From an optimization exercise on the open Yosys and OpenROAD flow, aimed at small area and a short achievable clock period; shortcuts taken in it are not production practice.
Only simulation tests tie the RTL to the original design; equivalence was not proved.

==> inputs of run P <==
==> flow/design.v <==
package rename_pkg;
  localparam int unsigned ARCH_REGS = 32;
  localparam int unsigned PHYS_REGS = 64;
  localparam int unsigned RENAME_W  = 2;
  localparam int unsigned NUM_CKPT  = 4;
  localparam int unsigned PHYS_W = $clog2(PHYS_REGS);
  localparam int unsigned ARCH_W = $clog2(ARCH_REGS);
  localparam int unsigned CKPT_W = $clog2(NUM_CKPT);
  localparam int unsigned LANE_W = (RENAME_W > 1) ? $clog2(RENAME_W) : 1;
endpackage
module rat_dec (
  input  logic [rename_pkg::ARCH_W-1:0]    a,
  output logic [rename_pkg::ARCH_REGS-1:1] oh
);
  localparam int unsigned ARCH_REGS = rename_pkg::ARCH_REGS;
  localparam int unsigned ARCH_W    = rename_pkg::ARCH_W;
  for (genvar r = 1; r < int'(ARCH_REGS); r++) begin : g_r
    assign oh[r] = (a == ARCH_W'(r));
  end
endmodule
module rat_sel (
  input  logic [rename_pkg::ARCH_REGS-1:1]                         oh,
  input  logic [rename_pkg::ARCH_REGS-1:1][rename_pkg::PHYS_W-1:0] map,
  output logic [rename_pkg::PHYS_W-1:0]                            y
);
  localparam int unsigned ARCH_REGS = rename_pkg::ARCH_REGS;
  localparam int unsigned PHYS_W    = rename_pkg::PHYS_W;
  always_comb begin
    y = '0;
    for (int r = 1; r < int'(ARCH_REGS); r++) y = y | (map[r] & {PHYS_W{oh[r]}});
  end
endmodule
module rat_aoi #(
  parameter int unsigned N = 3
) (
  input  logic [N-1:0]                            s,
  input  logic [N-1:0][rename_pkg::PHYS_W-1:0]    d,
  output logic [rename_pkg::PHYS_W-1:0]           y_n
);
  localparam int unsigned PHYS_W = rename_pkg::PHYS_W;
  logic [PHYS_W-1:0] y;
  always_comb begin
    y = '0;
    for (int i = 0; i < int'(N); i++) y = y | (d[i] & {PHYS_W{s[i]}});
  end
  assign y_n = ~y;
endmodule
module rat_hold (
  input  logic d_n,
  input  logic we_n,
  input  logic q,
  output logic y
);
  assign y = (~d_n & ~we_n) | (q & we_n);
endmodule
module rat_ao #(
  parameter int unsigned N = 2
) (
  input  logic [N-1:0]                            s,
  input  logic [N-1:0][rename_pkg::PHYS_W-1:0]    d,
  output logic [rename_pkg::PHYS_W-1:0]           y
);
  localparam int unsigned PHYS_W = rename_pkg::PHYS_W;
  always_comb begin
    y = '0;
    for (int i = 0; i < int'(N); i++) y = y | (d[i] & {PHYS_W{s[i]}});
  end
endmodule
module rat_ckpt
(
  input  logic                         clk,
  input  logic                         rst_n,
  input  logic [rename_pkg::RENAME_W*rename_pkg::ARCH_W-1:0]   rs1_arch,
  input  logic [rename_pkg::RENAME_W*rename_pkg::ARCH_W-1:0]   rs2_arch,
  input  logic [rename_pkg::RENAME_W*rename_pkg::ARCH_W-1:0]   rd_arch,
  input  logic [rename_pkg::RENAME_W-1:0]          rename_valid,
  input  logic [rename_pkg::RENAME_W-1:0]          rename_uses_rd,
  input  logic [rename_pkg::RENAME_W*rename_pkg::PHYS_W-1:0]   rename_pd_new,
  output logic [rename_pkg::RENAME_W*rename_pkg::PHYS_W-1:0]   rs1_phys,
  output logic [rename_pkg::RENAME_W*rename_pkg::PHYS_W-1:0]   rs2_phys,
  output logic [rename_pkg::RENAME_W*rename_pkg::PHYS_W-1:0]   rd_old_phys,
  input  logic                         ckpt_alloc_valid,
  input  logic [rename_pkg::LANE_W-1:0]            ckpt_lane,
  output logic                         ckpt_alloc_ready,
  output logic [rename_pkg::CKPT_W-1:0]            ckpt_alloc_id,
  input  logic                         ckpt_free_valid,
  input  logic                         ckpt_restore_valid,
  input  logic [rename_pkg::CKPT_W-1:0]            ckpt_restore_id,
  output logic [rename_pkg::CKPT_W:0]              ckpt_count,
  input  logic [rename_pkg::RENAME_W-1:0]          commit_valid,
  input  logic [rename_pkg::RENAME_W*rename_pkg::ARCH_W-1:0]   commit_rd_arch,
  input  logic [rename_pkg::RENAME_W*rename_pkg::PHYS_W-1:0]   commit_pd,
  input  logic                         flush_valid
);
  localparam int unsigned RENAME_W  = rename_pkg::RENAME_W;
  localparam int unsigned ARCH_REGS = rename_pkg::ARCH_REGS;
  localparam int unsigned NUM_CKPT  = rename_pkg::NUM_CKPT;
  localparam int unsigned PHYS_W    = rename_pkg::PHYS_W;
  localparam int unsigned ARCH_W    = rename_pkg::ARCH_W;
  localparam int unsigned CKPT_W    = rename_pkg::CKPT_W;
  logic [RENAME_W-1:0][ARCH_W-1:0] bus_rs1_arch, bus_rs2_arch, bus_rd_arch, bus_commit_rd_arch;
  logic [RENAME_W-1:0][PHYS_W-1:0] bus_rename_pd_new, bus_commit_pd;
  logic [RENAME_W-1:0][PHYS_W-1:0] bus_rs1_phys, bus_rs2_phys, bus_rd_old_phys;
  assign bus_rs1_arch       = rs1_arch;
  assign bus_rs2_arch       = rs2_arch;
  assign bus_rd_arch        = rd_arch;
  assign bus_rename_pd_new  = rename_pd_new;
  assign bus_commit_rd_arch = commit_rd_arch;
  assign bus_commit_pd      = commit_pd;
  assign rs1_phys           = bus_rs1_phys;
  assign rs2_phys           = bus_rs2_phys;
  assign rd_old_phys        = bus_rd_old_phys;
  logic [ARCH_REGS-1:1][PHYS_W-1:0] spec_q, arch_q;
  logic [ARCH_REGS-1:1][PHYS_W-1:0] ckpt_q [NUM_CKPT];
  logic [CKPT_W-1:0] head_q, tail_q;
  logic [CKPT_W:0]   count_q;
  logic [RENAME_W-1:0] lane_byp;   
  logic [RENAME_W-1:0] lane_wr;    
  assign lane_byp = rename_valid & rename_uses_rd;
  for (genvar i = 0; i < int'(RENAME_W); i++) begin : g_wr
    assign lane_wr[i] = lane_byp[i] && (bus_rd_arch[i] != '0);
  end
  logic [RENAME_W-1:0][ARCH_REGS-1:1] oh_rs1, oh_rs2, oh_rd, oh_cmt;
  logic [RENAME_W-1:0][PHYS_W-1:0]    map_rs1, map_rs2, map_rd;
  for (genvar g = 0; g < int'(RENAME_W); g++) begin : g_lane
    rat_dec u_dec_rs1 (.a(bus_rs1_arch[g]),       .oh(oh_rs1[g]));
    rat_dec u_dec_rs2 (.a(bus_rs2_arch[g]),       .oh(oh_rs2[g]));
    rat_dec u_dec_rd  (.a(bus_rd_arch[g]),        .oh(oh_rd[g]));
    rat_dec u_dec_cmt (.a(bus_commit_rd_arch[g]), .oh(oh_cmt[g]));
    rat_sel u_sel_rs1 (.oh(oh_rs1[g]), .map(spec_q), .y(map_rs1[g]));
    rat_sel u_sel_rs2 (.oh(oh_rs2[g]), .map(spec_q), .y(map_rs2[g]));
    rat_sel u_sel_rd  (.oh(oh_rd[g]),  .map(spec_q), .y(map_rd[g]));
  end
  always_comb begin
    bus_rs1_phys    = map_rs1;
    bus_rs2_phys    = map_rs2;
    bus_rd_old_phys = map_rd;
    for (int g = 1; g < int'(RENAME_W); g++) begin
      for (int j = 0; j < g; j++) begin
        if (lane_wr[j] && (bus_rd_arch[j] == bus_rs1_arch[g])) bus_rs1_phys[g]    = bus_rename_pd_new[j];
        if (lane_wr[j] && (bus_rd_arch[j] == bus_rs2_arch[g])) bus_rs2_phys[g]    = bus_rename_pd_new[j];
        if (lane_wr[j] && (bus_rd_arch[j] == bus_rd_arch[g]))  bus_rd_old_phys[g] = bus_rename_pd_new[j];
      end
    end
  end
  logic alloc_ok, free_ok, ckpt_wr, load_arch, normal;
  logic [NUM_CKPT-1:0] rest_sel, slot_we, slot_we_n;
  assign ckpt_alloc_ready = ~count_q[CKPT_W];
  assign ckpt_alloc_id    = tail_q;
  assign ckpt_count       = count_q;
  assign alloc_ok  = ckpt_alloc_valid && ckpt_alloc_ready;
  assign free_ok   = ckpt_free_valid && (count_q != '0);
  assign ckpt_wr   = alloc_ok && !flush_valid && !ckpt_restore_valid;
  assign load_arch = flush_valid || !rst_n;
  assign normal    = !load_arch && !ckpt_restore_valid;
  for (genvar k = 0; k < int'(NUM_CKPT); k++) begin : g_ksel
    assign rest_sel[k] = !load_arch && ckpt_restore_valid && (ckpt_restore_id == CKPT_W'(k));
    assign slot_we[k]  = ckpt_wr && (tail_q == CKPT_W'(k));
    assign slot_we_n[k] = !slot_we[k];
  end
  logic [ARCH_REGS-1:1][PHYS_W-1:0] arch_n, arch_d, spec_d, ckpt_d_n;
  logic [ARCH_REGS-1:1][PHYS_W-1:0] slot_d [NUM_CKPT];
  for (genvar r = 1; r < int'(ARCH_REGS); r++) begin : g_ent
    logic w0, w1, c0, c1, k1;
    assign w0 = lane_byp[0] && oh_rd[0][r];
    assign w1 = lane_byp[1] && oh_rd[1][r];
    assign c0 = commit_valid[0] && oh_cmt[0][r];
    assign c1 = commit_valid[1] && oh_cmt[1][r];
    assign k1 = w1 && ckpt_lane[0];
    rat_ao #(.N(3)) u_arch (
      .s({rst_n && c1, rst_n && c0 && !c1, rst_n && !c0 && !c1}),
      .d({bus_commit_pd[1], bus_commit_pd[0], arch_q[r]}),
      .y(arch_n[r])
    );
    assign arch_d[r] = arch_n[r] | (PHYS_W'(r) & {PHYS_W{!rst_n}});
    rat_ao #(.N(4 + NUM_CKPT)) u_spec (
      .s({load_arch, rest_sel, normal && w1, normal && w0 && !w1, normal && !w0 && !w1}),
      .d({arch_d[r], ckpt_q[3][r], ckpt_q[2][r], ckpt_q[1][r], ckpt_q[0][r],
          bus_rename_pd_new[1], bus_rename_pd_new[0], spec_q[r]}),
      .y(spec_d[r])
    );
    rat_aoi #(.N(3)) u_ckd (
      .s({k1, w0 && !k1, !w0 && !k1}),
      .d({bus_rename_pd_new[1], bus_rename_pd_new[0], spec_q[r]}),
      .y_n(ckpt_d_n[r])
    );
    for (genvar k = 0; k < int'(NUM_CKPT); k++) begin : g_slot
      for (genvar b = 0; b < int'(PHYS_W); b++) begin : g_bit
        rat_hold u_hold (
          .d_n (ckpt_d_n[r][b]),
          .we_n(slot_we_n[k]),
          .q   (ckpt_q[k][r][b]),
          .y   (slot_d[k][r][b])
        );
      end
    end
  end
  always_ff @(posedge clk) begin
    spec_q <= spec_d;
    arch_q <= arch_d;
  end
  for (genvar k = 0; k < int'(NUM_CKPT); k++) begin : g_ckq
    always_ff @(posedge clk) ckpt_q[k] <= slot_d[k];
  end
  always_ff @(posedge clk) begin
    if (!rst_n || flush_valid) begin
      head_q  <= '0;
      tail_q  <= '0;
      count_q <= '0;
    end else if (ckpt_restore_valid) begin
      tail_q  <= ckpt_restore_id + CKPT_W'(1);
      head_q  <= head_q + CKPT_W'(free_ok);
      count_q <= (CKPT_W+1)'(CKPT_W'(ckpt_restore_id - head_q)) + (CKPT_W+1)'(1)
                 - (CKPT_W+1)'(free_ok);
    end else begin
      tail_q  <= tail_q + CKPT_W'(alloc_ok);
      head_q  <= head_q + CKPT_W'(free_ok);
      count_q <= count_q + (CKPT_W+1)'(alloc_ok) - (CKPT_W+1)'(free_ok);
    end
  end
endmodule
==> flow/run.sh <==
#!/bin/bash
# synth_recipe.tcl (not shown) runs the flow's synth.tcl, then flattens the netlist and writes it again
# the make line also repeats each setting of config.mk as NAME=value (left out here)
make -C /OpenROAD-flow-scripts/flow DESIGN_CONFIG=/design/flow/config.mk WORK_HOME=/design/flow/orfs CLKGATE_MAP_FILE= SYNTH_SCRIPT=/design/flow/synth_recipe.tcl finish
==> flow/config.mk <==
export PLATFORM = sky130hd
export DESIGN_NAME = rat_ckpt
export DESIGN_NICKNAME = rat_ckpt
export VERILOG_FILES = /design/flow/design.v
export SDC_FILE = /design/flow/constraint.sdc
export NUM_CORES = 4
export LEC_CHECK = 0
export CAP_MARGIN = 20
export CORE_MARGIN = 2
export CORE_UTILIZATION = 50
export CTS_BUF_LIST = sky130_fd_sc_hd__clkbuf_8
export SETUP_SLACK_MARGIN = 1.5
export SLEW_MARGIN = 20
export SYNTH_HIERARCHICAL = 1
export SYNTH_MINIMUM_KEEP_SIZE = 0
==> flow/constraint.sdc <==
create_clock -name core_clock -period 5.5 [get_ports {clk}]
set_input_delay 1.1000 -clock core_clock [delete_from_list [all_inputs] [get_ports {clk}]]
set_output_delay 1.1000 -clock core_clock [all_outputs]
set_load 0.01 [all_outputs]
==> run X: changes against run P <==
--- a/flow/design.v
+++ b/flow/design.v
@@ -31,25 +31,2 @@
   end
-endmodule
-module rat_aoi #(
-  parameter int unsigned N = 3
-) (
-  input  logic [N-1:0]                            s,
-  input  logic [N-1:0][rename_pkg::PHYS_W-1:0]    d,
-  output logic [rename_pkg::PHYS_W-1:0]           y_n
-);
-  localparam int unsigned PHYS_W = rename_pkg::PHYS_W;
-  logic [PHYS_W-1:0] y;
-  always_comb begin
-    y = '0;
-    for (int i = 0; i < int'(N); i++) y = y | (d[i] & {PHYS_W{s[i]}});
-  end
-  assign y_n = ~y;
-endmodule
-module rat_hold (
-  input  logic d_n,
-  input  logic we_n,
-  input  logic q,
-  output logic y
-);
-  assign y = (~d_n & ~we_n) | (q & we_n);
 endmodule
@@ -146,3 +123,3 @@
   logic alloc_ok, free_ok, ckpt_wr, load_arch, normal;
-  logic [NUM_CKPT-1:0] rest_sel, slot_we, slot_we_n;
+  logic [NUM_CKPT-1:0] rest_sel, slot_we;
   assign ckpt_alloc_ready = ~count_q[CKPT_W];
@@ -158,5 +135,4 @@
     assign slot_we[k]  = ckpt_wr && (tail_q == CKPT_W'(k));
-    assign slot_we_n[k] = !slot_we[k];
   end
-  logic [ARCH_REGS-1:1][PHYS_W-1:0] arch_n, arch_d, spec_d, ckpt_d_n;
+  logic [ARCH_REGS-1:1][PHYS_W-1:0] arch_n, arch_d, spec_d, ckpt_d;
   logic [ARCH_REGS-1:1][PHYS_W-1:0] slot_d [NUM_CKPT];
@@ -181,16 +157,13 @@
     );
-    rat_aoi #(.N(3)) u_ckd (
+    rat_ao #(.N(3)) u_ckd (
       .s({k1, w0 && !k1, !w0 && !k1}),
       .d({bus_rename_pd_new[1], bus_rename_pd_new[0], spec_q[r]}),
-      .y_n(ckpt_d_n[r])
+      .y(ckpt_d[r])
     );
     for (genvar k = 0; k < int'(NUM_CKPT); k++) begin : g_slot
-      for (genvar b = 0; b < int'(PHYS_W); b++) begin : g_bit
-        rat_hold u_hold (
-          .d_n (ckpt_d_n[r][b]),
-          .we_n(slot_we_n[k]),
-          .q   (ckpt_q[k][r][b]),
-          .y   (slot_d[k][r][b])
-        );
-      end
+      rat_ao #(.N(2)) u_hold (
+        .s({slot_we[k], !slot_we[k]}),
+        .d({ckpt_d[r], ckpt_q[k][r]}),
+        .y(slot_d[k][r])
+      );
     end
--- a/flow/config.mk
+++ b/flow/config.mk
@@ -9,4 +9,3 @@
 export CORE_MARGIN = 2
-export CORE_UTILIZATION = 50
-export CTS_BUF_LIST = sky130_fd_sc_hd__clkbuf_8
+export CORE_UTILIZATION = 30
 export SETUP_SLACK_MARGIN = 1.5
==> results.txt <==
quantity	run X	run P
Run status	finished clean	finished clean
Timing startpoint of the critical path	rs1_arch[6]	rd_arch[7]
Per-cell via count in the routed design	7.14	7.58
Layout-stage area growth over the synthesis result	25.0%	21.7%
Final standard cell utilization of the core	0.377	0.611
Area of the mapped netlist	51700 sq um	51000 sq um
Tap cell instance count	2310	1368
Final RePlAce weighted congestion	1.10	1.19
Worst relative slew slack	0.140	0.165
Maximum vdd drop	0.262 mV	0.356 mV
Overall via count from detail_route	58.5k	59.8k
Combined flip-flop and latch cell area	22500 sq um	22500 sq um
Fraction of post-synthesis cell area in the top cell type by area	0.435	0.441
Layout buffering overhead excluding clock cells	0.0721	0.0735
Number of ordinary inverters in the final layout	382	195
Synthesized area per cell	9.85 sq um	8.78 sq um
M2 GR Usage	0.508	0.709
Unique cell type count in the Yosys netlist	38	39
M1 GR Usage	0.435	0.632
Sequential area share after synthesis	0.435	0.441

-- what the ideal ports hide --
The flow's constraints put no driver on any port. The routed layouts listed below were extracted and timed again, unchanged, in two steps. Step 1, drivers: a clkbuf_16 drives clk and a buf_2 each remaining input, both assumed. Step 2 times the ports against the registers' clock, not the clock port: input delays grow and output delays shrink by t, the midpoint of the rising clock arrivals with the driver on. a / b / c = ideal ports / drivers / drivers and shift; a / b = the first two.
| run | t, ns | slack for setup (ns) | worst setup path at the end |
|---|---|---|---|
| run P | 0.989 | 1.082 / 0.983 / 0.769 | input to register |
| run X | 0.877 | 1.209 / 1.102 / 0.786 | input to register |
After both steps setup and hold are still met in every run listed. The setup slack of run X, which loses most, moves by -0.107 ns with the drivers and by -0.423 ns with both steps.
